From an optimization exercise on the open Yosys and OpenROAD flow, aimed at small area, a short achievable clock period and few clock cycles per item; shortcuts taken in it are not production practice. No run shown here included a check of the RTL's function; only the layout flow was run. Power and IR drop assume default switching activity.

## flow/run.sh

```bash
#!/bin/bash
# synth_recipe.tcl (not shown) runs the flow's synth.tcl, then flattens the netlist and writes it again
# the make line also repeats each setting of config.mk as NAME=value (left out here)
make -C /OpenROAD-flow-scripts/flow DESIGN_CONFIG=/design/flow/config.mk WORK_HOME=/design/flow/orfs CLKGATE_MAP_FILE= SYNTH_SCRIPT=/design/flow/synth_recipe.tcl finish
```

## flow/config.mk

```make
export PLATFORM = sky130hd
export DESIGN_NAME = tap_tempo_averager_core
export DESIGN_NICKNAME = tap_tempo_averager_core
export VERILOG_FILES = /design/flow/design.v
export SDC_FILE = /design/flow/constraint.sdc
export NUM_CORES = 4
export LEC_CHECK = 0
export ABC_CLOCK_PERIOD_IN_PS = 4000
export CAP_MARGIN = 20
export CORE_MARGIN = 2
export CORE_UTILIZATION = 40
export SETUP_SLACK_MARGIN = 5
export SLEW_MARGIN = 20
```

## flow/constraint.sdc

```tcl
create_clock -name core_clock -period 10.0 [get_ports {aclk}]
set_input_delay 2.0000 -clock core_clock [delete_from_list [all_inputs] [get_ports {aclk}]]
set_output_delay 2.0000 -clock core_clock [all_outputs]
set_load 0.01 [all_outputs]
```

## flow/design.v

```verilog
package ttavg_pkg;
    localparam logic [7:0] CEILING_RESET = 8'd220;
endpackage
module tap_tempo_averager_core #(
    parameter int COUNT_WIDTH = 16,
    parameter int TIME_WIDTH  = 32,
    parameter int FRAC_BITS   = 8
) (
    input  logic                               aclk,
    input  logic                               aresetn,
    input  logic                               s_tvalid,
    output logic                               s_tready,
    input  logic [((TIME_WIDTH+7)/8)*8-1:0]    s_tdata,
    input  logic                               s_tuser,
    output logic                               m_tvalid,
    input  logic                               m_tready,
    output logic [47:0]                        m_tdata,
    output logic [2:0]                         m_tuser,
    input  logic                               cfg_we,
    input  logic [7:0]                         cfg_wdata
);
    localparam int K      = 2;                        
    localparam int TSTEPS = ((16 + K - 1) / K) * K;   
    localparam int ASTEPS = ((22 + K - 1) / K) * K;   
    localparam int TCYC   = TSTEPS / K;
    localparam int ACYC   = ASTEPS / K;
    localparam int TSW    = ASTEPS - 1;               
    localparam logic [31:0] TNUM = 32'd15360000;      
    logic [7:0]  ceil_r;
    logic [31:0] prev;
    logic [15:0] count;
    logic [35:0] s15;
    localparam logic [2:0] A_IDLE = 3'd0;
    localparam logic [2:0] A_GAP  = 3'd1;
    localparam logic [2:0] A_DIV  = 3'd2;
    localparam logic [2:0] A_CLMP = 3'd3;
    localparam logic [2:0] A_M15  = 3'd4;
    localparam logic [2:0] A_CLR  = 3'd5;
    logic [2:0]  a_st;
    logic [4:0]  a_cyc;
    logic [31:0] da;           
    logic [23:0] ra;
    logic [15:0] ta;           
    logic        hv, hclr;     
    logic [TSTEPS-1:0] tnum_bits;
    logic [K-1:0]      tsel, aq;
    logic [23:0]       ra_nx;
    assign tnum_bits = TNUM[TSTEPS-1:0];
    always_comb begin
        logic [24:0] tr;
        logic [25:0] df;
        tsel = '0;
        for (int k = 0; k < TCYC; k++)
            if (a_cyc == 5'(k)) tsel = tnum_bits[TSTEPS-1-k*K -: K];
        ra_nx = ra;
        for (int j = 0; j < K; j++) begin
            tr = {ra_nx, tsel[K-1-j]};
            df = {1'b0, tr} - {2'b0, da[23:0]};
            aq[K-1-j] = !df[25];
            ra_nx = df[25] ? tr[23:0] : df[23:0];
        end
    end
    logic [15:0] ceilq;
    logic        ovf, big;
    assign ceilq = {ceil_r, 8'd0};
    assign big   = |da[31:24];
    assign ovf   = (da[31:8] == 24'd0) && (da[7:0] <= 8'd234);
    logic a_acc, b_take;
    assign s_tready = (a_st == A_M15) || (a_st == A_CLR);
    assign a_acc    = s_tvalid && s_tready;
    always_ff @(posedge aclk) begin
        if (!aresetn) begin
            a_st  <= A_IDLE;
            a_cyc <= '0;
        end else begin
            case (a_st)
                A_IDLE: begin
                    a_cyc <= '0;
                    if (s_tvalid && !hv) a_st <= s_tuser ? A_CLR : A_GAP;
                end
                A_GAP: a_st <= A_DIV;
                A_DIV: begin
                    a_cyc <= a_cyc + 5'd1;
                    if (a_cyc == 5'(TCYC - 1)) a_st <= A_CLMP;
                end
                A_CLMP: a_st <= A_M15;
                A_M15:  if (a_acc) a_st <= A_IDLE;
                A_CLR:  if (a_acc) a_st <= A_IDLE;
                default: a_st <= A_IDLE;
            endcase
        end
    end
    always_ff @(posedge aclk) begin
        case (a_st)
            A_IDLE: if (!hv) da <= s_tdata[31:0];
            A_GAP:  da <= da - prev;
            A_M15:  da <= {12'd0, ta, 4'd0} - {16'd0, ta};
            default: ;
        endcase
        case (a_st)
            A_GAP:  ra <= 24'(TNUM >> TSTEPS);
            A_DIV:  ra <= ra_nx;
            default: ;
        endcase
        case (a_st)
            A_DIV:  ta <= {ta[15-K:0], aq};
            A_CLMP: ta <= big ? 16'd0 : ((ovf || ta > ceilq) ? ceilq : ta);
            default: ;
        endcase
    end
    always_ff @(posedge aclk) begin
        if (!aresetn) begin
            hv   <= 1'b0;
            hclr <= 1'b0;
        end else if (a_acc) begin
            hv   <= 1'b1;
            hclr <= (a_st == A_CLR);
        end else if (b_take) begin
            hv   <= 1'b0;
        end
    end
    always_ff @(posedge aclk) begin
        if (!aresetn) begin
            prev <= '0;
        end else if (a_acc && a_st == A_M15) begin
            prev <= s_tdata[31:0];
        end
    end
    localparam logic [1:0] B_IDLE = 2'd0;
    localparam logic [1:0] B_DIV  = 2'd1;
    localparam logic [1:0] B_FIN  = 2'd2;
    logic [1:0]  b_st;
    logic [4:0]  b_cyc;
    logic [15:0] rb;
    logic        nsat;
    logic [K-1:0] ud;          
    logic [TSW-1:0] ts;        
    logic [3:0]  r30;          
    logic [1:0]  r90;          
    logic [2:0]  r40;          
    logic [1:0]  r3;           
    logic        gt30, lt30, gt90, lt90, gt40, lt40, gt120, lt120;
    logic        q30lo, cat, caw;
    logic        mv;
    logic [2:0]  status;
    logic [11:0] lt, at;
    logic [7:0]  aw;
    logic [15:0] nsel;
    logic [35:0] s15_acc;
    logic [ASTEPS-1:0] anum_bits;
    logic [K-1:0] asel, bq;
    logic [15:0] rb_nx;
    assign nsel      = {count[15:1], count[0] & ~nsat};
    assign s15_acc   = (count == 16'hFFFF) ? s15 : s15 + {16'd0, da[19:0]};
    assign anum_bits = {s15[ASTEPS-3:0], 2'b00};
    always_comb begin
        logic [16:0] tr;
        logic [17:0] df;
        asel = '0;
        for (int k = 0; k < ACYC; k++)
            if (b_cyc == 5'(k)) asel = anum_bits[ASTEPS-1-k*K -: K];
        rb_nx = rb;
        for (int j = 0; j < K; j++) begin
            tr = {rb_nx, asel[K-1-j]};
            df = {1'b0, tr} - {2'b0, nsel};
            bq[K-1-j] = !df[17];
            rb_nx = df[17] ? tr[15:0] : df[15:0];
        end
    end
    logic [3:0]  r30_n;
    logic [1:0]  r90_n, r3_n;
    logic [2:0]  r40_n;
    logic        gt30_n, lt30_n, gt90_n, lt90_n, gt40_n, lt40_n, gt120_n, lt120_n;
    logic        q30lo_n, cat_n, caw_n, u0_n;
    logic [11:0] at_n;
    logic [7:0]  aw_n;
    logic [TSW-1:0] ts_n;
    int          pos0;
    always_comb begin
        logic       u, q30, q90, q40, q3, t1, t3;
        logic [4:0] x30;
        logic [2:0] x90, x3;
        logic [3:0] x40;
        int         p;
        r30_n = r30;  r90_n = r90;  r40_n = r40;  r3_n = r3;
        gt30_n = gt30; lt30_n = lt30; gt90_n = gt90; lt90_n = lt90;
        gt40_n = gt40; lt40_n = lt40; gt120_n = gt120; lt120_n = lt120;
        q30lo_n = q30lo; cat_n = cat; caw_n = caw; u0_n = 1'b0;
        at_n = at; aw_n = aw;
        u = 1'b0; q30 = 1'b0; q90 = 1'b0; q40 = 1'b0; q3 = 1'b0; t1 = 1'b0; t3 = 1'b0;
        x30 = '0; x90 = '0; x3 = '0; x40 = '0;
        for (int j = 0; j < K; j++) begin
            p  = pos0 - j;
            u  = ud[K-1-j];
            t1 = ts[TSW-1-j];        
            t3 = ts[TSW-3-j];        
            if (p == 0) u0_n = u;
            if (p == 9) caw_n = ({1'b0, r30_n} + 5'd7 + {4'd0, u}) >= 5'd15;
            if (p == 8) cat_n = ({1'b0, r3_n} + 3'd1 + {2'd0, u}) >= 3'd3;
            if (p >= 9) begin
                x3   = {r3_n, u};
                q3   = x3 >= 3'd3;
                r3_n = q3 ? 2'(x3 - 3'd3) : x3[1:0];
                at_n = {at_n[10:0], q3};
            end
            if (p >= 1) begin
                x30   = {r30_n, u};
                q30   = x30 >= 5'd15;
                r30_n = q30 ? 4'(x30 - 5'd15) : x30[3:0];
                x90   = {r90_n, q30};
                q90   = x90 >= 3'd3;
                r90_n = q90 ? 2'(x90 - 3'd3) : x90[1:0];
                if (!gt30_n && !lt30_n) begin gt30_n = q30 & ~t1; lt30_n = ~q30 & t1; end
                if (!gt90_n && !lt90_n) begin gt90_n = q90 & ~t1; lt90_n = ~q90 & t1; end
                if (p >= 10) aw_n = {aw_n[6:0], q30};
                if (p <= 2)  q30lo_n = q30lo_n | q30;
            end
            if (p >= 3) begin
                x40   = {r40_n, u};
                q40   = x40 >= 4'd5;
                r40_n = q40 ? 3'(x40 - 4'd5) : x40[2:0];
                if (!gt40_n && !lt40_n)   begin gt40_n  = q40 & ~t3; lt40_n  = ~q40 & t3; end
                if (!gt120_n && !lt120_n) begin gt120_n = q30 & ~t3; lt120_n = ~q30 & t3; end
            end
        end
        ts_n = ts << K;
    end
    logic c, rlo, rhi, wlo, whi, restart;
    logic [2:0] st_res;
    assign c       = (rb != 16'd0);
    assign rlo     = lt30_n;
    assign wlo     = lt40_n;
    assign rhi     = gt120_n || (!lt120_n && (c || q30lo_n || (r30_n != 4'd0) || u0_n));
    assign whi     = gt90_n  || (!lt90_n  && (c || (r90_n != 2'd0) || (r30_n != 4'd0) || u0_n));
    assign restart = rlo | rhi;
    assign st_res  = restart ? 3'd3 : ((wlo | whi) ? 3'd2 : 3'd1);
    logic b_load, b_short, b_done;
    assign b_take  = (b_st == B_IDLE) && hv && !mv;
    assign b_short = b_take && (hclr || count == 16'd0);
    assign b_load  = b_take && !b_short;
    assign b_done  = (b_st == B_FIN);
    always_ff @(posedge aclk) begin
        if (!aresetn) begin
            b_st  <= B_IDLE;
            b_cyc <= '0;
        end else begin
            case (b_st)
                B_IDLE: begin
                    b_cyc <= '0;
                    if (b_load) b_st <= B_DIV;
                end
                B_DIV: begin
                    b_cyc <= b_cyc + 5'd1;
                    if (b_cyc == 5'(ACYC - 1)) b_st <= B_FIN;
                end
                default: b_st <= B_IDLE;
            endcase
        end
    end
    assign pos0 = (b_st == B_FIN) ? (K - 1) : (ASTEPS - 1 - (int'(b_cyc) - 1) * K);
    always_ff @(posedge aclk) begin
        if (b_load) begin
            rb    <= 16'(s15_acc >> (ASTEPS - 2));
            nsat  <= (count == 16'hFFFF);
            ts    <= TSW'(ta);
            r30   <= '0;  r90 <= '0;  r40 <= '0;  r3 <= '0;
            gt30  <= 1'b0; lt30 <= 1'b0; gt90 <= 1'b0; lt90 <= 1'b0;
            gt40  <= 1'b0; lt40 <= 1'b0; gt120 <= 1'b0; lt120 <= 1'b0;
            q30lo <= 1'b0; cat <= 1'b0; caw <= 1'b0;
        end else if (b_st == B_DIV) begin
            rb <= rb_nx;
            ud <= bq;
            if (b_cyc != 5'd0) begin
                ts    <= ts_n;
                r30   <= r30_n;  r90 <= r90_n;  r40 <= r40_n;  r3 <= r3_n;
                gt30  <= gt30_n; lt30 <= lt30_n; gt90 <= gt90_n; lt90 <= lt90_n;
                gt40  <= gt40_n; lt40 <= lt40_n; gt120 <= gt120_n; lt120 <= lt120_n;
                q30lo <= q30lo_n; cat <= cat_n; caw <= caw_n;
            end
        end
    end
    always_ff @(posedge aclk) begin
        if (!aresetn) begin
            ceil_r <= 8'd220;
            count  <= '0;
            s15    <= '0;
        end else begin
            if (cfg_we) ceil_r <= cfg_wdata;
            if (b_short) begin
                count <= hclr ? 16'd0 : 16'd1;
                s15   <= '0;
            end else if (b_load) begin
                s15 <= s15_acc;
            end else if (b_done) begin
                if (restart) begin
                    count <= '0;
                    s15   <= '0;
                end else if (count != 16'hFFFF) begin
                    count <= count + 16'd1;
                end
            end
        end
    end
    always_ff @(posedge aclk) begin
        if (!aresetn) begin
            mv <= 1'b0;
        end else if (b_short || b_done) begin
            mv <= 1'b1;
        end else if (m_tready) begin
            mv <= 1'b0;
        end
    end
    always_ff @(posedge aclk) begin
        if (b_short) begin
            status <= hclr ? 3'd4 : 3'd0;
            lt <= '0;
            at <= '0;
            aw <= '0;
        end else if (b_load) begin
            lt <= 12'((({1'b0, ta, 2'b0} + {3'b0, ta}) + 19'd64) >> 7);
            at <= '0;
            aw <= '0;
        end else if (b_st == B_DIV && b_cyc != 5'd0) begin
            at <= at_n;
            aw <= aw_n;
        end else if (b_done) begin
            status <= st_res;
            at <= at_n + 12'(cat_n);
            aw <= aw_n + 8'(caw_n);
        end
    end
    assign m_tvalid = mv;
    assign m_tdata  = {count, aw, at, lt};
    assign m_tuser  = status;
endmodule
```

==> results of run 1 <==
[worst max-delay path, stage by stage, from the launching register on]
cell,delay [ps]
dfxtp_4,360
inv_2,40
ha_2,160
or4_4,490
nor2_4,120
nand2_2,90
ha_4,180
fa_2,390
nor2b_4,160
o2111ai_4,150
a311oi_4,390
buf_4,180
o21ai_0,70
nand2b_1,130
xnor2_1,150
a21oi_1,130
ha_1,400
nand2_1,110
o31a_1,330
o22ai_2,250
a41oi_2,180
a21oi_2,200
a21oi_2,90
o31ai_4,180
clkbuf_16,300
mux2i_1,210
nor2_1,50
[final cells by class]
cell class	instances	area, um2	share of cell area (%)
Clock inverter	8	56.30	0.2130
Clock buffer	56	1090	4.123
Inverter	167	634.4	2.400
Multi-Input combinational cell	2134	15130	57.24
Tap cell	704	880.8	3.332
Timing Repair Buffer	209	1941	7.342
Sequential cell	279	6701	25.35
[per-layer routing]
metal  global-route usage (%)  vias up
li1                         -    10110
met5                        0        -
met1                    29.42     9931
met3                    2.570      121
met2                    38.70      568
met4                    7.538        0
[flip-flops by register name, summed over array words and instances, names as in the netlist, 2 cells and up]
signal and flops:
b_st 2, rb 16, ceil_r 8, at 12, r90 2, s15 36, ra 24, ud 2
ts 21, count 16, r3 2, r40 3, b_cyc 5, da 32, aw 8, a_st 3
status 3, prev 32, a_cyc 5, ta 16, r30 4, lt 12
[where the power goes]
part | switching [mW] | leakage, nW | internal (mW)
Clock | 0.537 | 0.562 | 0.753
Combinational | 2.98 | 7.55 | 2.66
Sequential | 0.246 | 2.42 | 1.44
Total | 3.76 | 10.5 | 4.85
[cells in the final DEF (no fill, tap or decap), types with 61 or more instances in the layout]
| cell type | synthesis | final |
|---|---|---|
| a21o_1 | 61 | 61 |
| a21oi_1 | 191 | 164 |
| buf_4 | 3 | 101 |
| clkdlybuf4s50_1 | 0 | 97 |
| dfxtp_1 | 169 | 163 |
| edfxtp_1 | 110 | 110 |
| ha_1 | 207 | 190 |
| inv_1 | 165 | 161 |
| nand2_1 | 293 | 290 |
| nand3_1 | 70 | 70 |
| nor2_1 | 198 | 194 |
| o21ai_0 | 193 | 171 |
| xnor2_1 | 84 | 84 |
| xor2_1 | 73 | 73 |
[worst max-delay path by stage]
stage	slack, ps	startpoint	end
floorplan	4250	b_cyc[1]	rb[2]
global placement	3020	b_cyc[0]	rb[0]
detailed placement	2930	b_cyc[0]	rb[0]
CTS	4320	a_cyc[0]	ra[3]
global route	4000	a_cyc[0]	ra[4]
finish	4260	a_cyc[0]	ra[18]
[cell families after synthesis]
kind of cell	Yosys count	synth area share, %
AO/OA/AOI/OAI	841	24.95
XOR/XNOR	157	6.209
adder cells (fa/ha/maj)	213	12.24
buffers and inverters	280	4.904
flip-flops	279	30.19
multiplexers	74	3.441
AND/OR/NAND/NOR	845	18.07
[cells in the mapped netlist (36+ instances only)]
library cell / n / area (um2)
nand3_1: 70 / 350.3
a31oi_1: 50 / 312.8
o21ai_0: 193 / 965.9
clkbuf_1: 90 / 337.8
a21o_1: 61 / 457.9
a21boi_0: 43 / 322.8
ha_1: 207 / 2590
dfxtp_1: 169 / 3383
mux2i_1: 57 / 570.6
xor2_1: 73 / 639.4
a21oi_1: 191 / 955.9
nor3_1: 45 / 225.2
nor2_1: 198 / 743.2
edfxtp_1: 110 / 3303
o31ai_1: 36 / 270.3
nand2_1: 293 / 1100
xnor2_1: 84 / 735.7
inv_1: 165 / 619.3
[repair_timing]
| item | 4_1_cts | 5_1_grt |
|---|---|---|
| endpoints found under the setup margin | 52 | 90 |
| gates resized for setup | 81 | 48 |
| pin swaps | 43 | 33 |
| cloned | 8 | 0 |
| setup buffers | 53 | 29 |
[through the flow]
step / total power [mW] / setup slack (ps)
6_report: 8.607 / 4265
5_1_grt: 9.257 / 4004
4_1_cts: 8.305 / 4323
3_5_place_dp: 6.451 / 2925
3_3_place_gp: 6.354 / 3023
2_1_floorplan: 5.428 / 4250
==> run notes, run 1 <==
outcome no timing/DRC/antenna violations; Reg-to-Reg End ra[18]; n_diodes 0; Setup Viol. Count Final 0; post-synthesis sequential area ratio 30.19%; WHS Path Cells 2; initial core utilization 40.35%; worst skew pair latency 550 ps; Met2 Wirelength 31.78 mm; layout cells sized above 1 11.85%; crit path max fanout 6; Post-DRT Antenna Nets 0; Sink Count 279; asr flop ratio synth 0%; Routed WL per cell roughly 19 um; RePlAce Congestion 0.8956; GR Overflow Total 0; detailed-router iteration count before antenna repair 6; Mean Syn Cell Area 8.235 um2; Hold WS 458.8 ps; area grow syn2layout 19.36%; port bufs 98; Slew Viols, Final 0; CP Capture Type register; vias in the first global route 19.87k; Post-synth EDFFs 110; Net Count, Synth 2948; RSZ-0062 raised after global routing true; global-route wire length before repair 104.8 mm; Inst Count DP 3403; Top Metal Used met4; largest net degree at the start of global routing between 60 and 70; fillcell total about 5.3k; r2r setup slk 4260 ps; die width ~240 um; H-Tree Depth 2; Hold Startpoint ts[16]; Max Cap Violations 0; Area after DPL 23990 um2; crit share post-route 57.35%; setup_tns 0 ps; Post-CTS Hold Fix Bufs 0; Hold Path End ts[18]; Max VDD drop 264.6 uV; Worst Max-Slew Pin Slew 1019 ps; Final Hold Fails 0; Critical Path Source Type register; Row Count 86; post-detailed-routing wire length 66.29 mm; Finished Cell Area 26430 um2; mapped cell area between 20000 and 25000 um2; M1 WL 29.54 mm; Total Nets Final 3087; DR vias 20.73k; CTS buffer count 37; Leakage roughly 11 nW; power per cell area 325.6 nW/um2; met3 WL post-DR 3.168 mm; initial antenna violation count 0; Crit path arrival time 6040 ps; Slew headroom 32.08%; Final Critical Period roughly 5700 ps; number of synthesized register bits 279; core footprint 54880 um2; initial DRC count 1576; num ports 99; Post-Route Utilization 48.17%; Vias/cell between 5 and 6; Post-Route Skew 32.04 ps; Worst R2R Path Depth 26; Root Driver clkbuf_16; DPL Wire Length 46.79 mm; Max Freq 174.4 MHz; synth warn 1; CTS tree yes; final cell count without fillers approximately 3.6k; chip height between 200 and 250 um; drt drc 0; gate count after technology mapping 2689; Clock transition at path regs around 60 ps; worst r2r src a_cyc[0]; critical path class register to register; Worst Path Required slightly above 10000 ps; DIE AREA between 50000 and 60000 um2; gr usage total a little under a quarter; library cells used by synthesis 91; CTS Buffer Depth 3; Hold Crit Class register to register; ys flop type dfxtp_1
==> inputs of run 2 (changes only) <==
--- a/flow/design.v
+++ b/flow/design.v
@@ -20,5 +20,5 @@
     input  logic [7:0]                         cfg_wdata
 );
-    localparam int K      = 2;                        
+    localparam int K      = 1;                        
     localparam int TSTEPS = ((16 + K - 1) / K) * K;   
     localparam int ASTEPS = ((22 + K - 1) / K) * K;   
@@ -44,5 +44,5 @@
     logic        hv, hclr;     
     logic [TSTEPS-1:0] tnum_bits;
-    logic [K-1:0]      tsel, aq;
+    logic [K-1:0]      tsel, aq, abits;
     logic [23:0]       ra_nx;
     assign tnum_bits = TNUM[TSTEPS-1:0];
@@ -51,9 +51,9 @@
         logic [25:0] df;
         tsel = '0;
-        for (int k = 0; k < TCYC; k++)
-            if (a_cyc == 5'(k)) tsel = tnum_bits[TSTEPS-1-k*K -: K];
+        for (int k = 1; k < TCYC; k++)
+            if (a_cyc == 5'(k - 1)) tsel = tnum_bits[TSTEPS-1-k*K -: K];
         ra_nx = ra;
         for (int j = 0; j < K; j++) begin
-            tr = {ra_nx, tsel[K-1-j]};
+            tr = {ra_nx, abits[K-1-j]};
             df = {1'b0, tr} - {2'b0, da[23:0]};
             aq[K-1-j] = !df[25];
@@ -104,4 +104,9 @@
         endcase
         case (a_st)
+            A_GAP:  abits <= tnum_bits[TSTEPS-1 -: K];
+            A_DIV:  abits <= tsel;
+            default: ;
+        endcase
+        case (a_st)
             A_DIV:  ta <= {ta[15-K:0], aq};
             A_CLMP: ta <= big ? 16'd0 : ((ovf || ta > ceilq) ? ceilq : ta);
@@ -149,5 +154,5 @@
     logic [35:0] s15_acc;
     logic [ASTEPS-1:0] anum_bits;
-    logic [K-1:0] asel, bq;
+    logic [K-1:0] asel, bq, bbits;
     logic [15:0] rb_nx;
     assign nsel      = {count[15:1], count[0] & ~nsat};
@@ -158,9 +163,9 @@
         logic [17:0] df;
         asel = '0;
-        for (int k = 0; k < ACYC; k++)
-            if (b_cyc == 5'(k)) asel = anum_bits[ASTEPS-1-k*K -: K];
+        for (int k = 1; k < ACYC; k++)
+            if (b_cyc == 5'(k - 1)) asel = anum_bits[ASTEPS-1-k*K -: K];
         rb_nx = rb;
         for (int j = 0; j < K; j++) begin
-            tr = {rb_nx, asel[K-1-j]};
+            tr = {rb_nx, bbits[K-1-j]};
             df = {1'b0, tr} - {2'b0, nsel};
             bq[K-1-j] = !df[17];
@@ -235,8 +240,9 @@
     assign restart = rlo | rhi;
     assign st_res  = restart ? 3'd3 : ((wlo | whi) ? 3'd2 : 3'd1);
-    logic b_load, b_short, b_done;
-    assign b_take  = (b_st == B_IDLE) && hv && !mv;
+    logic b_load, b_short, b_done, b_adv;
+    assign b_take  = (b_st == B_IDLE) && hv && (!mv || !(hclr || count == 16'd0));
     assign b_short = b_take && (hclr || count == 16'd0);
     assign b_load  = b_take && !b_short;
+    assign b_adv   = !((b_cyc == 5'd1) && mv);
     assign b_done  = (b_st == B_FIN);
     always_ff @(posedge aclk) begin
@@ -250,5 +256,5 @@
                     if (b_load) b_st <= B_DIV;
                 end
-                B_DIV: begin
+                B_DIV: if (b_adv) begin
                     b_cyc <= b_cyc + 5'd1;
                     if (b_cyc == 5'(ACYC - 1)) b_st <= B_FIN;
@@ -262,4 +268,5 @@
         if (b_load) begin
             rb    <= 16'(s15_acc >> (ASTEPS - 2));
+            bbits <= s15_acc[ASTEPS-3 -: K];
             nsat  <= (count == 16'hFFFF);
             ts    <= TSW'(ta);
@@ -268,7 +275,8 @@
             gt40  <= 1'b0; lt40 <= 1'b0; gt120 <= 1'b0; lt120 <= 1'b0;
             q30lo <= 1'b0; cat <= 1'b0; caw <= 1'b0;
-        end else if (b_st == B_DIV) begin
-            rb <= rb_nx;
-            ud <= bq;
+        end else if (b_st == B_DIV && b_adv) begin
+            rb    <= rb_nx;
+            ud    <= bq;
+            bbits <= asel;
             if (b_cyc != 5'd0) begin
                 ts    <= ts_n;
@@ -317,9 +325,9 @@
             at <= '0;
             aw <= '0;
-        end else if (b_load) begin
-            lt <= 12'((({1'b0, ta, 2'b0} + {3'b0, ta}) + 19'd64) >> 7);
-            at <= '0;
-            aw <= '0;
-        end else if (b_st == B_DIV && b_cyc != 5'd0) begin
+        end else if (b_st == B_DIV && b_cyc == 5'd1 && !mv) begin
+            lt <= 12'((({1'b0, ts[15:0], 2'b0} + {3'b0, ts[15:0]}) + 19'd64) >> 7);
+            at <= at_n;
+            aw <= aw_n;
+        end else if (b_st == B_DIV && b_cyc > 5'd1) begin
             at <= at_n;
             aw <= aw_n;
--- a/flow/config.mk
+++ b/flow/config.mk
@@ -6,5 +6,5 @@
 export NUM_CORES = 4
 export LEC_CHECK = 0
-export ABC_CLOCK_PERIOD_IN_PS = 4000
+export ABC_CLOCK_PERIOD_IN_PS = 3000
 export CAP_MARGIN = 20
 export CORE_MARGIN = 2
==> run notes, run 2 <==
top flop regs s15 x36, da x32, prev x32 (unchanged); gate count after technology mapping 2423 (was 2689); mapped cell area 19950 um2 (was 22140 um2); DR vias 17.93k (was 20.73k); vias in the first global route 17.41k (was 19.87k); fillcell total 4836 (was 5276); Hold WS 457.7 ps (was 458.8 ps); final cell count without fillers 3165 (was 3557); chip height 227.3 um (was 239.3 um); Finished Cell Area 22760 um2 (was 26430 um2); DPL Wire Length 40.34 mm (was 46.79 mm); Mean Syn Cell Area 8.233 um2 (was 8.235 um2); Max VDD drop 122.7 uV (was 264.6 uV); Worst Max-Slew Pin Slew 975.9 ps (was 1019 ps); power per cell area 171.9 nW/um2 (was 325.6 nW/um2); CTS buffer count 35 (was 37); Post-CTS Setup Bufs 0 (was 53); ranking of synthesized cells by area dfxtp_1, edfxtp_1, ha_1 (unchanged); Worst Path Required 10490 ps (was 10300 ps); num ports 99 (unchanged); port bufs 98 (unchanged); Final Critical Period 4619 ps (was 5735 ps); initial antenna violation count 1 (was 0); Hold Crit Class register to register (unchanged); Leakage 8.680 nW (was 10.53 nW); H-Tree Depth 2 (unchanged); Row Count 81 (was 86); detailed-router iteration count before antenna repair 5 (was 6); Post-Synth XOR/XNOR Area 5.225% (was 6.209%); Final Hold Fails 0 (unchanged); die width 227.3 um (was 239.3 um); Root Driver clkbuf_16 (unchanged); slowest stage delay, CP 680 ps (was 490 ps); DIE AREA 51670 um2 (was 57260 um2); Reg-to-Reg End s15[22] (was ra[18]); Max Freq 216.5 MHz (was 174.4 MHz); Post-synth EDFFs 111 (was 110); crit path max fanout 20 (was 6); simple-gate area share of the yosys netlist 20.87% (was 18.07%); outcome no timing/DRC/antenna violations (unchanged); Area after DPL 21500 um2 (was 23990 um2); GR Overflow Total 0 (unchanged); Synth Area in Adders 10.69% (was 12.24%); Psw 1.297 mW (was 3.758 mW); Post-Route Skew 25.61 ps (was 32.04 ps); Comb pwr share 29.1% (was 65.4%); Slowest cell on crit path nand3_1 (was or4_4); largest family of logic cells by synthesized area compound AO/OA/AOI/OAI gates (unchanged); Routed WL per cell 17.43 um (was 18.64 um); critical path class register to register (unchanged); initial core utilization 40.67% (was 40.35%); CP bufs+invs 2 (was 3); Sw Ratio 33.13% (was 43.66%); Net Count, Synth 2637 (was 2948); Post-DRT Antenna Nets 0 (unchanged); synth warn 1 (unchanged); CTS Buffer Depth 3 (unchanged); Slew Viols, Final 0 (unchanged); top-area cell type share of the netlist area 16.96% (was 15.28%); global-route wire length before repair 89.67 mm (was 104.8 mm); clock share of power 34.3% (was 15.0%); Max Cap Violations 0 (unchanged); most frequent cells in the layout nand2_1, nor2_1, dfxtp_1 (was nand2_1, nor2_1, ha_1); drt drc 0 (unchanged); library cells used by synthesis 90 (was 91); RePlAce Congestion 0.9092 (was 0.8956); area grow syn2layout 14.10% (was 19.36%); core footprint 49050 um2 (was 54880 um2); worst r2r src b_cyc[0] (was a_cyc[0]); sequential share of power 36.6% (was 19.6%); mux share of post-synthesis cell area 0.8279% (was 3.441%); Slew headroom 33.26% (was 32.08%); largest reg by FF count s15 (unchanged); CTS tree yes (unchanged); post-synthesis sequential area ratio 33.67% (was 30.19%); Hold Path End lt[6] (was ts[18]); Clock transition at path regs 60 ps (about the same); Worst R2R Path Depth 15 (was 26); Critical Path Source Type register (unchanged); Crit path arrival time 5110 ps (was 6040 ps); crit share post-route 46.18% (was 57.35%); Hold Startpoint lt[6] (was ts[16]); Largest register FFs 36 (unchanged); Total Nets Final 2688 (was 3087); Setup Viol. Count Final 0 (unchanged); largest net degree at the start of global routing 60 (was 67); post-detailed-routing wire length 55.17 mm (was 66.29 mm); Vias/cell 5.664 (was 5.828); Sink Count 280 (was 279); setup_tns 0 ps (unchanged); commonest non-fill, non-tap cell in the layout nand2_1 (unchanged); CP Capture Type register (unchanged); Crit path max-delay family simple AND/OR/NAND/NOR gates (was compound AO/OA/AOI/OAI gates); gr usage total 21.40% (was 22.55%); worst skew pair latency 560 ps (was 550 ps); Synth Area in Compound Gates 23.56% (was 24.94%); WHS Path Cells 2 (unchanged); cell taking the most area after synthesis dfxtp_1 (unchanged); CP Cell Sequence inv_1 -> ha_4 -> xnor2_1 -> inv_1 -> ha_1 -> xor2_1 -> xnor2_1 -> o211a_1 -> and2_1 -> a222oi_1 -> or4_4 -> o211ai_1 -> nand3_1 -> nor2_1 -> a211o_1; number of synthesized register bits 280 (was 279); Int Pwr 2.617 mW (was 4.849 mW); layout cells sized above 1 5.720% (was 11.85%); count leader, synth nand2_1 (unchanged); asr flop ratio synth 0% (unchanged); r2r setup slk 5380 ps (was 4260 ps); Inst Count DP 3100 (was 3403); RSZ-0062 raised after global routing false (was true); ys flop type dfxtp_1 (unchanged); initial DRC count 1038 (was 1576); Post-synth top cells nand2_1, nor2_1, dfxtp_1 (was nand2_1, ha_1, nor2_1)
run 2: cell types whose count changed in the layout (fill, tap and decap cells not counted), moves of 16 or more:
cell and change:
a31oi_1 -18, buf_4 -83, ha_1 -27, mux2i_1 -43, nand2_1 +17, nor2_1 -16
nor3_1 +17, o21ai_1 -19, xor2_1 -36
run 2: what timing repair did:
item / in CTS / in global routing
endpoints found under the setup margin: 2 / 34
hold buffers: 0 / 0
resized for setup: 1 / 7
run 2: logic make-up (layout without fill, tap and decap cells):
kind of cell	count (synthesis)	count (layout)
compound gates	714	714
xor+xnor	119	119
fa+ha+maj	168	168
buf+inv	261	338
flops	280	280
mux	16	16
other cells	0	1
simple gates	865	865
run 2: stage by stage:
step / power [mW] / util, % / worst slack (ps)
after floorplan: 2.245 / - / 5709
after global placement: 2.544 / 43.83 / 5145
after detailed placement: 2.566 / 43.83 / 4991
after CTS: 3.925 / 46.29 / 5086
after global routing: 4.136 / 46.40 / 5010
final: 3.914 / 46.40 / 5382
run 2: worst max path at each step:
stage | slack [ps] | cells after the start | start | endpoint
after global placement | 5140 | 18 | b_cyc[0] | aw[7]
after detailed placement | 4990 | 19 | b_cyc[0] | aw[6]
after floorplan | 5710 | 22 | b_cyc[0] | at[6]
after global routing | 5010 | 22 | b_cyc[0] | at[10]
final | 5380 | 15 | b_cyc[0] | s15[22]
after CTS | 5090 | 19 | b_cyc[0] | aw[6]
run 2: routing by layer:
layer  wire length [um]  vias up  track usage (%)  share of wire (%)
met5                  0        -                0                  0
met4               1804        0            7.927                3.3
met3               2745      114            3.007                5.0
met2              25460      437            36.05                 46
met1              25160     8466            27.86                 46
li1                   -     8910                -                  -
run 2: power by group through the flow:
stage | Sequential, mW | Clock, mW | Combinational, mW
floorplan | 1.39 | 0 | 0.851
global placement | 1.45 | 0 | 1.09
detailed placement | 1.45 | 0 | 1.11
CTS | 1.43 | 1.37 | 1.12
global route | 1.44 | 1.42 | 1.27
finish | 1.43 | 1.34 | 1.14
run 2: final cells by class:
type / count / area (um2) / area share, %
well taps: 664 / 830.8 / 3.650
flip-flops and latches: 280 / 6719 / 29.52
inverters: 157 / 589.3 / 2.589
clock inverters: 15 / 216.5 / 0.9510
clock buffers: 48 / 985.9 / 4.332
multi-input cells: 1882 / 12270 / 53.90
diodes: 1 / 2.502 / 0.01099
repair buffers: 118 / 1150 / 5.052
run 2: worst reg2reg max path: stages, from the launching register on:
cell and delay [ps]:
dfxtp_2 440, inv_1 180, ha_4 250, xnor2_1 240, inv_1 80, ha_1 240, xor2_1 160, xnor2_1 310
o211a_1 270, and2_1 140, a222oi_1 70, or4_4 550, o211ai_1 230, nand3_1 680, nor2_1 550, a211o_1 180
==> inputs of run 3 (changes only) <==
--- a/flow/design.v
+++ b/flow/design.v
@@ -20,5 +20,5 @@
     input  logic [7:0]                         cfg_wdata
 );
-    localparam int K      = 1;                        
+    localparam int K      = 2;                        
     localparam int TSTEPS = ((16 + K - 1) / K) * K;   
     localparam int ASTEPS = ((22 + K - 1) / K) * K;   
@@ -37,8 +37,11 @@
     localparam logic [2:0] A_M15  = 3'd4;
     localparam logic [2:0] A_CLR  = 3'd5;
+    localparam logic [2:0] A_G3   = 3'd6;
     logic [2:0]  a_st;
     logic [4:0]  a_cyc;
     logic [31:0] da;           
+    logic [25:0] d3;           
     logic [23:0] ra;
+    logic        rdy;
     logic [15:0] ta;           
     logic        hv, hclr;     
@@ -48,15 +51,21 @@
     assign tnum_bits = TNUM[TSTEPS-1:0];
     always_comb begin
-        logic [24:0] tr;
-        logic [25:0] df;
+        logic [25:0] x;
+        logic [26:0] s1, s2, s3;
         tsel = '0;
         for (int k = 1; k < TCYC; k++)
             if (a_cyc == 5'(k - 1)) tsel = tnum_bits[TSTEPS-1-k*K -: K];
-        ra_nx = ra;
-        for (int j = 0; j < K; j++) begin
-            tr = {ra_nx, abits[K-1-j]};
-            df = {1'b0, tr} - {2'b0, da[23:0]};
-            aq[K-1-j] = !df[25];
-            ra_nx = df[25] ? tr[23:0] : df[23:0];
+        x  = {ra, abits};
+        s1 = {1'b0, x} - {3'b0, da[23:0]};
+        s2 = {1'b0, x} - {2'b0, da[23:0], 1'b0};
+        s3 = {1'b0, x} - {1'b0, d3};
+        if (!s3[26]) begin
+            aq = 2'd3; ra_nx = s3[23:0];
+        end else if (!s2[26]) begin
+            aq = 2'd2; ra_nx = s2[23:0];
+        end else if (!s1[26]) begin
+            aq = 2'd1; ra_nx = s1[23:0];
+        end else begin
+            aq = 2'd0; ra_nx = x[23:0];
         end
     end
@@ -67,5 +76,5 @@
     assign ovf   = (da[31:8] == 24'd0) && (da[7:0] <= 8'd234);
     logic a_acc, b_take;
-    assign s_tready = (a_st == A_M15) || (a_st == A_CLR);
+    assign s_tready = rdy;
     assign a_acc    = s_tvalid && s_tready;
     always_ff @(posedge aclk) begin
@@ -73,18 +82,31 @@
             a_st  <= A_IDLE;
             a_cyc <= '0;
+            rdy   <= 1'b0;
         end else begin
+            rdy <= 1'b0;
             case (a_st)
                 A_IDLE: begin
                     a_cyc <= '0;
-                    if (s_tvalid && !hv) a_st <= s_tuser ? A_CLR : A_GAP;
+                    if (s_tvalid) begin
+                        if (!s_tuser) begin
+                            a_st <= A_GAP;
+                        end else if (!hv) begin
+                            a_st <= A_CLR;
+                            rdy  <= 1'b1;
+                        end
+                    end
                 end
-                A_GAP: a_st <= A_DIV;
+                A_GAP: a_st <= A_G3;
+                A_G3:  if (!hv) a_st <= A_DIV;
                 A_DIV: begin
                     a_cyc <= a_cyc + 5'd1;
                     if (a_cyc == 5'(TCYC - 1)) a_st <= A_CLMP;
                 end
-                A_CLMP: a_st <= A_M15;
-                A_M15:  if (a_acc) a_st <= A_IDLE;
-                A_CLR:  if (a_acc) a_st <= A_IDLE;
+                A_CLMP: begin
+                    a_st <= A_M15;
+                    rdy  <= 1'b1;
+                end
+                A_M15:  if (a_acc) a_st <= A_IDLE; else rdy <= 1'b1;
+                A_CLR:  if (a_acc) a_st <= A_IDLE; else rdy <= 1'b1;
                 default: a_st <= A_IDLE;
             endcase
@@ -93,7 +115,11 @@
     always_ff @(posedge aclk) begin
         case (a_st)
-            A_IDLE: if (!hv) da <= s_tdata[31:0];
+            A_IDLE: da <= s_tdata[31:0];
             A_GAP:  da <= da - prev;
-            A_M15:  da <= {12'd0, ta, 4'd0} - {16'd0, ta};
+            default: ;
+        endcase
+        case (a_st)
+            A_G3:   if (!hv) d3 <= {1'b0, da[23:0], 1'b0} + {2'b0, da[23:0]};
+            A_M15:  d3 <= {6'd0, ta, 4'd0} - {10'd0, ta};
             default: ;
         endcase
@@ -138,4 +164,5 @@
     logic [4:0]  b_cyc;
     logic [15:0] rb;
+    logic [17:0] n3;           
     logic        nsat;
     logic [K-1:0] ud;          
@@ -157,18 +184,24 @@
     logic [15:0] rb_nx;
     assign nsel      = {count[15:1], count[0] & ~nsat};
-    assign s15_acc   = (count == 16'hFFFF) ? s15 : s15 + {16'd0, da[19:0]};
+    assign s15_acc   = (count == 16'hFFFF) ? s15 : s15 + {16'd0, d3[19:0]};
     assign anum_bits = {s15[ASTEPS-3:0], 2'b00};
     always_comb begin
-        logic [16:0] tr;
-        logic [17:0] df;
+        logic [17:0] x;
+        logic [18:0] s1, s2, s3;
         asel = '0;
         for (int k = 1; k < ACYC; k++)
             if (b_cyc == 5'(k - 1)) asel = anum_bits[ASTEPS-1-k*K -: K];
-        rb_nx = rb;
-        for (int j = 0; j < K; j++) begin
-            tr = {rb_nx, bbits[K-1-j]};
-            df = {1'b0, tr} - {2'b0, nsel};
-            bq[K-1-j] = !df[17];
-            rb_nx = df[17] ? tr[15:0] : df[15:0];
+        x  = {rb, bbits};
+        s1 = {1'b0, x} - {3'b0, nsel};
+        s2 = {1'b0, x} - {2'b0, nsel, 1'b0};
+        s3 = {1'b0, x} - {1'b0, n3};
+        if (!s3[18]) begin
+            bq = 2'd3; rb_nx = s3[15:0];
+        end else if (!s2[18]) begin
+            bq = 2'd2; rb_nx = s2[15:0];
+        end else if (!s1[18]) begin
+            bq = 2'd1; rb_nx = s1[15:0];
+        end else begin
+            bq = 2'd0; rb_nx = x[15:0];
         end
     end
@@ -270,4 +303,6 @@
             bbits <= s15_acc[ASTEPS-3 -: K];
             nsat  <= (count == 16'hFFFF);
+            n3    <= (count == 16'hFFFF) ? 18'd196602
+                   : ({1'b0, count, 1'b0} + {2'b0, count});
             ts    <= TSW'(ta);
             r30   <= '0;  r90 <= '0;  r40 <= '0;  r3 <= '0;
==> run notes, run 3 <==
outcome no timing/DRC/antenna violations (unchanged); RePlAce Congestion 0.8903 (was 0.9092); die width 266.5 um (was 227.3 um); Sink Count 328 (was 280); area grow syn2layout 12.41% (was 14.10%); Clock transition at path regs 60 ps (about the same); count leader, synth nand2_1 (unchanged); Post-synth EDFFs 158 (was 111); library cells used by synthesis 93 (was 90); top flop regs s15 x36, da x32, prev x32 (unchanged); detailed-router iteration count before antenna repair 6 (was 5); Inst Count DP 4302 (was 3100); core footprint 68470 um2 (was 49050 um2); Total Nets Final 3841 (was 2688); Post-CTS Hold Fix Bufs 0 (unchanged); power per cell area 303.1 nW/um2 (was 171.9 nW/um2); Slew Viols, Final 0 (unchanged); crit share post-route 46.28% (was 46.18%); Root Driver clkbuf_16 (unchanged); number of synthesized register bits 328 (was 280); largest reg by FF count s15 (unchanged); Worst Path Required 10480 ps (was 10490 ps); CP Capture Type register (unchanged); CTS Buffer Depth 3 (unchanged); DIE AREA 71040 um2 (was 51670 um2); gate count after technology mapping 3419 (was 2423); DPL Wire Length 58.51 mm (was 40.34 mm); top-area cell type share of the netlist area 17.21% (was 16.96%); GR Overflow Total 0 (unchanged); Slowest cell on crit path o41a_1 (was nand3_1); initial DRC count 1788 (was 1038); slowest stage delay, CP 480 ps (was 680 ps); Max Freq 216.1 MHz (was 216.5 MHz); CTS buffer count 42 (was 35); ys flop type dfxtp_1 (unchanged); M1 GR Usage 28.38% (was 27.86%); Net Count, Synth 3785 (was 2637); critical path class register to register (unchanged); Crit path max-delay family compound AO/OA/AOI/OAI gates (was simple AND/OR/NAND/NOR gates); largest net degree at the start of global routing 68 (was 60); final cell count without fillers 4390 (was 3165); Leakage 12.61 nW (was 8.680 nW); Post-synth top cells nand2_1, a21oi_1, ha_1 (was nand2_1, nor2_1, dfxtp_1); cell taking the most area after synthesis edfxtp_1 (was dfxtp_1); layout cells sized above 1 5.131% (was 5.720%); num ports 99 (unchanged); CP bufs+invs 3 (was 2); most used routing layer met2 (unchanged); Vias/cell 5.625 (was 5.664); Hold WS 448.7 ps (was 457.7 ps); Worst Max-Slew Pin Slew 1036 ps (was 975.9 ps); post-detailed-routing wire length 78.71 mm (was 55.17 mm); H-Tree Depth 2 (unchanged); port bufs 98 (unchanged); Most Frequent Cell on Critical Path nor2_1; post-route worst setup slack 5372 ps (was 5382 ps); met3 Resource Use GR 2.177% (was 3.007%); Crit path arrival time 5110 ps (about the same); commonest non-fill, non-tap cell in the layout nand2_1 (unchanged); Max VDD drop 167.7 uV (was 122.7 uV); gr usage total 21.86% (was 21.40%); Max Cap Violations 0 (unchanged); Slew headroom 30.70% (was 33.26%); asr flop ratio synth 0% (unchanged); synth warn 1 (unchanged); global-route wire length before repair 125.8 mm (was 89.67 mm); Setup Viol. Count Final 0 (unchanged); Largest register FFs 36 (unchanged); Post-Route Skew 26.92 ps (was 25.61 ps); Row Count 96 (was 81); vias in the first global route 23.16k (was 17.41k); Final Critical Period 4628 ps (was 4619 ps); setup_tns 0 ps (unchanged); initial core utilization 40.27% (was 40.67%); Routed WL per cell 17.93 um (was 17.43 um); drt drc 0 (unchanged); met2 GRT Util 37.59% (was 36.05%); Critical Path Source Type register (unchanged); ranking of synthesized cells by area edfxtp_1, ha_1, dfxtp_1 (was dfxtp_1, edfxtp_1, ha_1); chip height 266.5 um (was 227.3 um); CP Cell Sequence inv_2 -> ha_1 -> nor3_1 -> a31o_1 -> o31a_1 -> buf_4 -> nor3_4 -> nor2_1 -> a21oi_1 -> ha_2 -> nor2_1 -> mux2i_1 -> a32oi_1 -> a22oi_1 -> nand3_1 -> o41a_1 -> o31ai_4 -> buf_12 -> nand2_4 -> a311oi_1 (was inv_1 -> ha_4 -> xnor2_1 -> inv_1 -> ha_1 -> xor2_1 -> xnor2_1 -> o211a_1 -> and2_1 -> a222oi_1 -> or4_4 -> o211ai_1 -> nand3_1 -> nor2_1 -> a211o_1); worst skew pair latency 580 ps (was 560 ps); n_diodes 0 (was 1); Mean Syn Cell Area 8.063 um2 (was 8.233 um2); mapped cell area 27570 um2 (was 19950 um2); crit path max fanout 19 (was 20); most frequent cells in the layout nand2_1, a21oi_1, ha_1 (was nand2_1, nor2_1, dfxtp_1); initial antenna violation count 1 (unchanged); DR vias 24.70k (was 17.93k); Hold Crit Class register to register (unchanged); Place WS 4190 ps (was 4991 ps); Post-DRT Antenna Nets 0 (unchanged); Total Power 9.394 mW (was 3.914 mW); RSZ-0062 raised after global routing false (unchanged); post-synthesis sequential area ratio 29.55% (was 33.67%); CTS tree yes (unchanged); Final Hold Fails 0 (unchanged)
==> run 3: cells by family (layout without fill, tap and decap cells) <==
family / Yosys count / count (layout) / share of synthesized area, %
xor+xnor: 213 / 213 / 6.794
fa+ha+maj: 320 / 320 / 14.80
buf+inv: 363 / 452 / 5.069
compound gates: 1054 / 1054 / 24.10
mux: 28 / 28 / 1.053
flops: 328 / 328 / 29.55
simple gates: 1113 / 1113 / 18.63
==> run 3: what timing repair did <==
item,CTS,global route
pin swaps,1,3
resized for setup,7,16
setup endpoints to repair,68,60
gates cloned,0,1
buffers inserted,2,8
==> run 3: worst register-to-register path, delay by kind of cell (launching register included) <==
family,cells,cell delay [ps]
compound gates,8,2140
fa+ha+maj,2,530
buf+inv,3,500
flops,1,390
mux,1,140
simple gates,6,820
==> run 3: area by class of cell <==
type	count	area, um2
fillers	6840	37480
repair buffers	139	1319
clock buffers	57	1189
flip-flops and latches	328	8154
inverters	236	885.9
clock inverters	20	178.9
well taps	882	1104
multi-input cells	2728	18160
==> run 3: final timing paths <==
path	startpoint	endpoint	slack, ps	depth (start not counted)
hold / removal	caw	caw	450	2
hold reg to reg	caw	caw	450	2
setup reg to reg	b_cyc[0]	count[5]	5370	20
setup / recovery	b_cyc[0]	count[5]	5370	20
==> run 3: per-layer routing <==
layer  vias up  wire [um]
li1      12510          -
met1     11520      35170
met2       527      37370
met3       133       3341
met4         2       2817
met5         -         13
==> run 3: per-stage QoR <==
stage	util (%)	area, um2
global route	45.26	30990
CTS	45.05	30840
global placement	42.98	29430
finish	45.26	30990
floorplan	-	27570
detailed placement	42.98	29430
==> run 3: power breakdown <==
group,internal (mW),switching [mW]
Clock,0.909,0.627
Combinational,2.30,3.27
Sequential,1.87,0.410
==> inputs of run 4 (changes only) <==
--- a/flow/design.v
+++ b/flow/design.v
@@ -214,5 +214,22 @@
     logic [7:0]  aw_n;
     logic [TSW-1:0] ts_n;
-    int          pos0;
+    logic [ACYC-2:0] mth;
+    function automatic logic m_ge(input logic [ACYC-2:0] th, input int v);
+        if (v <= 0)            m_ge = 1'b1;
+        else if (v >= ACYC)    m_ge = 1'b0;
+        else                   m_ge = th[v-1];
+    endfunction
+    function automatic logic p_ge(input logic [ACYC-2:0] th, input int j, input int x);
+        int l;
+        l = ASTEPS - 1 - j - x;
+        if (l < 0) p_ge = 1'b0;
+        else       p_ge = !m_ge(th, l / K + 1);
+    endfunction
+    function automatic logic p_eq(input logic [ACYC-2:0] th, input int j, input int x);
+        int d;
+        d = ASTEPS - 1 - j - x;
+        if (d < 0 || (d % K) != 0) p_eq = 1'b0;
+        else                       p_eq = m_ge(th, d / K) && !m_ge(th, d / K + 1);
+    endfunction
     always_comb begin
         logic       u, q30, q90, q40, q3, t1, t3;
@@ -220,5 +237,4 @@
         logic [2:0] x90, x3;
         logic [3:0] x40;
-        int         p;
         r30_n = r30;  r90_n = r90;  r40_n = r40;  r3_n = r3;
         gt30_n = gt30; lt30_n = lt30; gt90_n = gt90; lt90_n = lt90;
@@ -229,12 +245,11 @@
         x30 = '0; x90 = '0; x3 = '0; x40 = '0;
         for (int j = 0; j < K; j++) begin
-            p  = pos0 - j;
             u  = ud[K-1-j];
             t1 = ts[TSW-1-j];        
             t3 = ts[TSW-3-j];        
-            if (p == 0) u0_n = u;
-            if (p == 9) caw_n = ({1'b0, r30_n} + 5'd7 + {4'd0, u}) >= 5'd15;
-            if (p == 8) cat_n = ({1'b0, r3_n} + 3'd1 + {2'd0, u}) >= 3'd3;
-            if (p >= 9) begin
+            if (p_eq(mth, j, 0)) u0_n = u;
+            if (p_eq(mth, j, 9)) caw_n = ({1'b0, r30_n} + 5'd7 + {4'd0, u}) >= 5'd15;
+            if (p_eq(mth, j, 8)) cat_n = ({1'b0, r3_n} + 3'd1 + {2'd0, u}) >= 3'd3;
+            if (p_ge(mth, j, 9)) begin
                 x3   = {r3_n, u};
                 q3   = x3 >= 3'd3;
@@ -242,5 +257,5 @@
                 at_n = {at_n[10:0], q3};
             end
-            if (p >= 1) begin
+            if (p_ge(mth, j, 1)) begin
                 x30   = {r30_n, u};
                 q30   = x30 >= 5'd15;
@@ -251,8 +266,8 @@
                 if (!gt30_n && !lt30_n) begin gt30_n = q30 & ~t1; lt30_n = ~q30 & t1; end
                 if (!gt90_n && !lt90_n) begin gt90_n = q90 & ~t1; lt90_n = ~q90 & t1; end
-                if (p >= 10) aw_n = {aw_n[6:0], q30};
-                if (p <= 2)  q30lo_n = q30lo_n | q30;
+                if (p_ge(mth, j, 10)) aw_n = {aw_n[6:0], q30};
+                if (!p_ge(mth, j, 3)) q30lo_n = q30lo_n | q30;
             end
-            if (p >= 3) begin
+            if (p_ge(mth, j, 3)) begin
                 x40   = {r40_n, u};
                 q40   = x40 >= 4'd5;
@@ -297,5 +312,4 @@
         end
     end
-    assign pos0 = (b_st == B_FIN) ? (K - 1) : (ASTEPS - 1 - (int'(b_cyc) - 1) * K);
     always_ff @(posedge aclk) begin
         if (b_load) begin
@@ -306,4 +320,5 @@
                    : ({1'b0, count, 1'b0} + {2'b0, count});
             ts    <= TSW'(ta);
+            mth   <= '0;
             r30   <= '0;  r90 <= '0;  r40 <= '0;  r3 <= '0;
             gt30  <= 1'b0; lt30 <= 1'b0; gt90 <= 1'b0; lt90 <= 1'b0;
@@ -315,4 +330,5 @@
             bbits <= asel;
             if (b_cyc != 5'd0) begin
+                mth   <= {mth[ACYC-3:0], 1'b1};
                 ts    <= ts_n;
                 r30   <= r30_n;  r90 <= r90_n;  r40 <= r40_n;  r3 <= r3_n;
==> flow/flow/run.sh (new file) <==
#!/bin/bash
set -euo pipefail
bash standard.sh SETUP_SLACK_MARGIN=6.5 finish > standard_flow.log 2>&1
==> flow/standard.sh (new file) <==
#!/bin/bash
# synth_recipe.tcl (not shown) runs the flow's synth.tcl, then flattens the netlist and writes it again
# the make line also repeats each setting of config.mk as NAME=value (left out here)
make -C /OpenROAD-flow-scripts/flow DESIGN_CONFIG=/design/flow/config.mk WORK_HOME=/design/flow/orfs CLKGATE_MAP_FILE= SYNTH_SCRIPT=/design/flow/synth_recipe.tcl "${@:-finish}"
--- a/flow/config.mk
+++ b/flow/config.mk
@@ -6,8 +6,6 @@
 export NUM_CORES = 4
 export LEC_CHECK = 0
-export ABC_CLOCK_PERIOD_IN_PS = 3000
 export CAP_MARGIN = 20
 export CORE_MARGIN = 2
 export CORE_UTILIZATION = 40
-export SETUP_SLACK_MARGIN = 5
 export SLEW_MARGIN = 20
removed: flow/run.sh
==> run notes, run 4 <==
Post-Route Skew 24.10 ps (was 26.92 ps); gr usage total 21.46% (was 21.86%); drt drc 0 (unchanged); CP bufs+invs 2 (was 3); die width 268.0 um (was 266.5 um); Comb pwr share 61.5% (was 59.3%); layout cells sized above 1 12.62% (was 5.131%); Met2 Wirelength 37.44 mm (was 37.37 mm); Crit path max-delay family simple AND/OR/NAND/NOR gates (was compound AO/OA/AOI/OAI gates); Top Metal Used met4 (was met5); CTS buffer count 42 (unchanged); Net Count, Synth 3738 (was 3785); fillcell total 6692 (was 6840); Crit. Startpoint ud[1] (was b_cyc[0]); Worst R2R Path Depth 14 (was 20); initial DRC count 1698 (was 1788); Final Critical Period 3523 ps (was 4628 ps); Post-synth EDFFs 158 (unchanged); Root Driver clkbuf_16 (unchanged); initial core utilization 40.51% (was 40.27%); final cell count without fillers 4490 (was 4390); slowest stage delay, CP 430 ps (was 480 ps); port bufs 98 (unchanged); Post-CTS Hold Fix Bufs 0 (unchanged); count leader, synth nand2_1 (unchanged); met3 WL post-DR 3.810 mm (was 3.341 mm); Max VDD drop 172.2 uV (was 167.7 uV); Total Power 9.645 mW (was 9.394 mW); CP Cell Sequence buf_4 -> ha_4 -> o211a_1 -> o22ai_4 -> ha_4 -> buf_4 -> nor2_1 -> or4_1 -> a31oi_1 -> o31ai_2 -> nor3_1 -> a311oi_1 -> nor4b_2 -> a21oi_1 (was inv_2 -> ha_1 -> nor3_1 -> a31o_1 -> o31a_1 -> buf_4 -> nor3_4 -> nor2_1 -> a21oi_1 -> ha_2 -> nor2_1 -> mux2i_1 -> a32oi_1 -> a22oi_1 -> nand3_1 -> o41a_1 -> o31ai_4 -> buf_12 -> nand2_4 -> a311oi_1); CTS Buffer Depth 3 (unchanged); crit path max fanout 7 (was 19); Sw Ratio 44.70% (was 45.87%); largest reg by FF count s15 (unchanged); Post-DRT Antenna Nets 0 (unchanged); setup_tns 0 ps (unchanged); Clock transition at path regs 60 ps (about the same); core footprint 68830 um2 (was 68470 um2); Final Hold Fails 0 (unchanged); Row Count 96 (unchanged); GR Overflow Total 0 (unchanged); critical path depth 14 (was 20); mapped cell area 27880 um2 (was 27570 um2); Total Nets Final 3890 (was 3841); clock share of power 16.2% (was 16.3%); gate count after technology mapping 3373 (was 3419); post-synthesis sequential area ratio 29.94% (was 29.55%); Inst Count DP 4312 (was 4302); M1 WL 35.58 mm (was 35.17 mm); library cells used by synthesis 91 (was 93); worst skew pair latency 580 ps (about the same); number of synthesized register bits 338 (was 328); DPL Wire Length 56.59 mm (was 58.51 mm); Slew Viols, Final 0 (unchanged); CP Capture Point status[1] (was count[5]); ranking of synthesized cells by area edfxtp_1, ha_1, dfxtp_1 (unchanged); crit share post-route 35.23% (was 46.28%); Routed WL per cell 17.64 um (was 17.93 um); Slowest cell on crit path nor3_1 (was o41a_1); Slew headroom 30.47% (was 30.70%); Mean Syn Cell Area 8.266 um2 (was 8.063 um2); ys flop type dfxtp_1 (unchanged); largest net degree at the start of global routing 66 (was 68); commonest non-fill, non-tap cell in the layout nand2_1 (unchanged); most frequent cells in the layout nand2_1, ha_1, a21oi_1 (was nand2_1, a21oi_1, ha_1); outcome no timing/DRC/antenna violations (unchanged); initial antenna violation count 0 (was 1); Max Freq 283.8 MHz (was 216.1 MHz); Int Pwr 5.334 mW (was 5.085 mW); DIE AREA 71830 um2 (was 71040 um2); Critical Path Source Type register (unchanged); CTS tree yes (unchanged); RePlAce Congestion 0.8928 (was 0.8903); Crit path arrival time 3830 ps (was 5110 ps); Leakage 13.74 nW (was 12.61 nW); Worst Max-Slew Pin Slew 1041 ps (was 1036 ps); top-area cell type share of the netlist area 17.02% (was 17.21%); RSZ-0062 raised after global routing true (was false); DR vias 25.19k (was 24.70k); Sink Count 338 (was 328); Max Cap Violations 0 (unchanged); r2r setup slk 6480 ps (was 5370 ps); asr flop ratio synth 0% (unchanged); Setup Viol. Count Final 0 (unchanged); global-route wire length before repair 125.5 mm (was 125.8 mm); Worst Path Required 10310 ps (was 10480 ps); top flop regs s15 x36, da x32, prev x32 (unchanged); cell taking the most area after synthesis edfxtp_1 (unchanged); power per cell area 290.1 nW/um2 (was 303.1 nW/um2); Hold Crit Class register to register (unchanged); critical path class register to register (unchanged); worst r2r src ud[1] (was b_cyc[0]); Vias/cell 5.611 (was 5.625); CP Capture Type register (unchanged); Post-synth top cells nand2_1, ha_1, a21oi_1 (was nand2_1, a21oi_1, ha_1); area grow syn2layout 19.25% (was 12.41%); n_diodes 0 (unchanged); sequential share of power 22.4% (was 24.3%); Reg-to-Reg End status[1] (was count[5]); vias in the first global route 23.91k (was 23.16k); num ports 99 (unchanged); H-Tree Depth 2 (unchanged); detailed-router iteration count before antenna repair 5 (was 6); synth warn 1 (unchanged); Psw 4.312 mW (was 4.309 mW); Register Area 8378 um2 (was 8154 um2); multi-input combinational cell area 19330 um2 (was 18160 um2); Largest register FFs 36 (unchanged); post-detailed-routing wire length 79.20 mm (was 78.71 mm); chip height 268.0 um (was 266.5 um)
run 4: worst min-delay path by stage:
stage                      start      to  slack (ps)  cells past startpoint
after floorplan           mth[1]  mth[2]         420                      2
after global placement    mth[1]  mth[2]         430                      2
after detailed placement  mth[0]  mth[1]         430                      2
after CTS                 mth[0]  mth[1]         440                      2
after global routing      mth[1]  mth[2]         450                      2
final                     mth[0]  mth[1]         440                      2
run 4: power by group through the flow:
stage               Clock, mW  Combinational [mW]  Sequential, mW
detailed placement          0                5.06            2.18
floorplan                   0                3.90            2.05
global placement            0                5.06            2.18
CTS                      1.59                5.40            2.15
finish                   1.56                5.93            2.16
global route             1.64                6.53            2.19
run 4: cells by family after synthesis:
family | Yosys count | share of synthesized area [%]
AO/OA/AOI/OAI | 1062 | 24.37
adder cells (fa/ha/maj) | 319 | 14.58
XOR/XNOR | 204 | 6.408
AND/OR/NAND/NOR | 1041 | 17.36
flip-flops | 338 | 29.94
multiplexers | 67 | 2.580
buffers and inverters | 342 | 4.757
run 4: final cells by class:
type	instances	area share (%)
Timing Repair Buffer	224	6.405
Tap cell	931	3.504
Multi-Input combinational cell	2695	58.13
Sequential cell	338	25.20
Clock inverter	18	0.5494
Clock buffer	60	3.647
Inverter	224	2.567
run 4: metrics by stage:
step	instance area [um2]	util (%)	hold WS (ps)	setup slack (ps)
2_1_floorplan	27910	-	415.2	6490
3_3_place_gp	29840	43.35	425.1	5526
3_5_place_dp	29840	43.35	428.4	5548
4_1_cts	32130	46.68	438.8	6469
5_1_grt	33250	48.31	451.5	6317
6_report	33250	48.31	440.0	6477
run 4: worst register-to-register path, delay by kind of cell, from the launching register on:
kind / cells / cell delay [ps]
AOI/OAI and AO/OA: 6 / 1060
buffers and inverters: 2 / 260
adders and majority gates: 2 / 350
DFF: 1 / 380
and+or+nand+nor: 4 / 1190
run 4: metal layers:
metal	vias to the layer above	track usage [%]
li1	12620	-
met5	-	0
met4	0	7.066
met1	11910	28.07
met3	133	2.905
met2	538	36.44
run 4: repair_timing:
item | in CTS | in global routing
endpoints found under the setup margin | 183 | 156
endpoints found under the hold margin | 0 | 0
pin swaps | 23 | 96
setup buffers | 51 | 41
gates cloned | 4 | 4
gates resized for setup | 152 | 196
==> inputs of run 5 (changes only) <==
--- a/flow/config.mk
+++ b/flow/config.mk
@@ -6,4 +6,5 @@
 export NUM_CORES = 4
 export LEC_CHECK = 0
+export ABC_CLOCK_PERIOD_IN_PS = 3500
 export CAP_MARGIN = 20
 export CORE_MARGIN = 2
==> run notes, run 5 <==
gr usage total 21.46% (unchanged); post-detailed-routing wire length 79.20 mm (unchanged); largest reg by FF count s15 (unchanged); DR vias 25.19k (unchanged); die width 268.0 um (unchanged); Synth Area in Adders 14.58% (unchanged); Post-synth EDFFs 158 (unchanged); port bufs 98 (unchanged); RSZ-0062 raised after global routing true (unchanged); Post-CTS Hold Fix Bufs 0 (unchanged); Post-Route Utilization 48.31% (unchanged); post-synthesis sequential area ratio 29.94% (unchanged); most frequent cells in the layout nand2_1, ha_1, a21oi_1 (unchanged); ys flop type dfxtp_1 (unchanged); Register Area 8378 um2 (unchanged); CTS tree yes (unchanged); Reg-to-Reg End status[1] (unchanged); global-route wire length before repair 125.5 mm (unchanged); commonest non-fill, non-tap cell in the layout nand2_1 (unchanged); M1 GR Usage 28.07% (unchanged); chip height 268.0 um (unchanged); crit path max fanout 7 (unchanged); H-Tree Depth 2 (unchanged); Slew headroom 30.47% (unchanged); mapped cell area 27880 um2 (unchanged); RePlAce Congestion 0.8928 (unchanged); worst skew pair latency 580 ps (about the same); top flop regs s15 x36, da x32, prev x32 (unchanged); Clock transition at path regs 60 ps (about the same); CTS buffer count 42 (unchanged); synth warn 1 (unchanged); Max Freq 283.8 MHz (unchanged); Routed WL per cell 17.64 um (unchanged); ranking of synthesized cells by area edfxtp_1, ha_1, dfxtp_1 (unchanged); Mean Syn Cell Area 8.266 um2 (unchanged); CP Capture Type register (unchanged); num ports 99 (unchanged); GR Overflow Total 0 (unchanged); n_diodes 0 (unchanged); Post-Synth XOR/XNOR Area 6.408% (unchanged); Crit path arrival time 3830 ps (about the same); top-area cell type share of the netlist area 17.02% (unchanged); Final Hold Fails 0 (unchanged); Row Count 96 (unchanged); fillcell total 6692 (unchanged); Max Cap Violations 0 (unchanged); initial core utilization 40.51% (unchanged); Hold Path End mth[1] (unchanged); crit share post-route 35.23% (unchanged); cell taking the most area after synthesis edfxtp_1 (unchanged); Root Driver clkbuf_16 (unchanged); Post-Route Skew 24.10 ps (unchanged); Worst R2R Path Depth 14 (unchanged); library cells used by synthesis 91 (unchanged); met3 Resource Use GR 2.905% (unchanged); WHS Path Cells 2 (unchanged); gate count after technology mapping 3373 (unchanged); layout cells sized above 1 12.62% (unchanged); Hold Crit Class register to register (unchanged); Slew Viols, Final 0 (unchanged); outcome no timing/DRC/antenna violations (unchanged); Worst Max-Slew Pin Slew 1041 ps (unchanged); power per cell area 290.1 nW/um2 (unchanged); Largest register FFs 36 (unchanged); Worst Path Required 10310 ps (about the same); Max VDD drop 172.2 uV (unchanged); DIE AREA 71830 um2 (unchanged); multi-input combinational cell area 19330 um2 (unchanged); r2r setup slk 6480 ps (about the same); vias in the first global route 23.91k (unchanged); largest net degree at the start of global routing 66 (unchanged); largest family of logic cells by synthesized area compound AO/OA/AOI/OAI gates (unchanged); Post-synth top cells nand2_1, ha_1, a21oi_1 (unchanged); met2 GRT Util 36.44% (unchanged); count leader, synth nand2_1 (unchanged); setup_tns 0 ps (unchanged); drt drc 0 (unchanged); Synth Area in Compound Gates 24.37% (unchanged); mux share of post-synthesis cell area 2.580% (unchanged); critical path class register to register (unchanged); DPL Wire Length 56.59 mm (unchanged); Post-DRT Antenna Nets 0 (unchanged); Critical Path Source Type register (unchanged); Final Critical Period 3523 ps (unchanged); Setup Viol. Count Final 0 (unchanged); detailed-router iteration count before antenna repair 5 (unchanged); Leakage 13.74 nW (unchanged); number of synthesized register bits 338 (unchanged); core footprint 68830 um2 (unchanged); CTS Buffer Depth 3 (unchanged); most used routing layer met2 (unchanged); area grow syn2layout 19.25% (unchanged); initial DRC count 1698 (unchanged); Net Count, Synth 3738 (unchanged); initial antenna violation count 0 (unchanged); simple-gate area share of the yosys netlist 17.36% (unchanged); Vias/cell 5.611 (unchanged); worst r2r src ud[1] (unchanged); Total Nets Final 3890 (unchanged); Hold Startpoint mth[0] (unchanged); Sink Count 338 (unchanged); asr flop ratio synth 0% (unchanged)
run 5: cell counts after synthesis:
Identical to the previous run, type by type.
run 5: critical path, cell delays in order (launching register included):
cell	delay, ps
edfxtp_1	380
buf_4	150
ha_4	180
o211a_1	240
o22ai_4	170
ha_4	170
buf_4	110
nor2_1	30
or4_1	400
a31oi_1	200
o31ai_2	120
nor3_1	430
a311oi_1	210
nor4b_2	330
a21oi_1	120
run 5: worst max path at each step:
stage                     end  cells past startpoint  slack, ps      from
finish              status[1]                     14       6480     ud[1]
global route         count[6]                     14       6320     ud[1]
CTS                    ra[15]                     14       6470  abits[0]
detailed placement    s15[16]                      6       5550   aresetn
global placement      s15[16]                      6       5530   aresetn
floorplan           status[1]                     15       6490     ud[1]
run 5: what timing repair did:
action	CTS	global route
cloned	4	4
buffers inserted	51	41
setup endpoints to repair	183	156
resized for setup	152	196
pin swaps	23	96
run 5: layer usage:
layer | routed length (um) | share of wire (%) | up-vias
li1 | - | - | 12620
met1 | 35580 | 45 | 11910
met2 | 37440 | 47 | 538
met3 | 3810 | 4.8 | 133
met4 | 2365 | 3.0 | 0
met5 | 0 | 0 | -
run 5: layout make-up:
cell class / count / area share [%]
sequential: 338 / 25.20
clock buffer: 60 / 3.647
clock inverter: 18 / 0.5494
timing repair buffer: 224 / 6.405
multi-input combinational: 2695 / 58.13
tap: 931 / 3.504
inverter: 224 / 2.567
run 5: power breakdown:
part	internal, mW	switching (mW)
logic	2.56	3.37
clock network	0.925	0.637
registers	1.85	0.304
run 5: cell families (layout without fill, tap and decap cells):
kind of cell,after synthesis,count (layout)
xor+xnor,204,204
fa+ha+maj,319,319
simple gates,1041,1041
buf+inv,342,526
compound gates,1062,1064
mux,67,67
flops,338,338
run 5: stage by stage:
step	hold WS, ps	cell area [um2]	setup WS, ps	instances	power (mW)
2_1_floorplan	415.2	27910	6490	3373	5.952
3_3_place_gp	425.1	29840	5526	4312	7.238
3_5_place_dp	428.4	29840	5548	4312	7.241
4_1_cts	438.8	32130	6469	4445	9.142
5_1_grt	451.5	33250	6317	4490	10.36
6_report	440.0	33250	6477	4490	9.645

==> port drivers added, routing unchanged <==
No port has a modelled driver above. Below, the same layouts with a new extraction and two added sets of constraints. Step 1 assumes that a clkbuf_16 drives the clock port and a buf_2 every other input. Step 2 moves the port delays by t, midway between the first and last clock arrival at a register: inputs arrive t later, outputs are due t later. That takes back most of the time a late clock gives input paths. Three values: ideal, step 1, step 2; two values: the first two.
run | t, ns | slack for setup (ns) | worst hold slack (ns) | latest minus earliest clock arrival (ns) | slew at the worst register clock pin (ns)
run 1 | 0.593 | 4.265 / 4.265 / 4.265 | 0.459 / 0.459 / 0.459 | 0.040 / 0.039 | 0.06 / 0.06
run 2 | 0.597 | 5.382 / 5.382 / 5.382 | 0.458 / 0.458 / 0.458 | 0.025 / 0.026 | 0.06 / 0.06
run 3 | 0.625 | 5.372 / 5.372 / 5.293 | 0.449 / 0.449 / 0.449 | 0.030 / 0.031 | 0.06 / 0.06
run 4 | 0.627 | 6.477 / 6.477 / 5.979 | 0.440 / 0.440 / 0.440 | 0.025 / 0.024 | 0.07 / 0.07
run 5 | 0.627 | 6.477 / 6.477 / 5.979 | 0.440 / 0.440 / 0.440 | 0.025 / 0.024 | 0.07 / 0.07
After both steps every run listed still meets setup and hold.
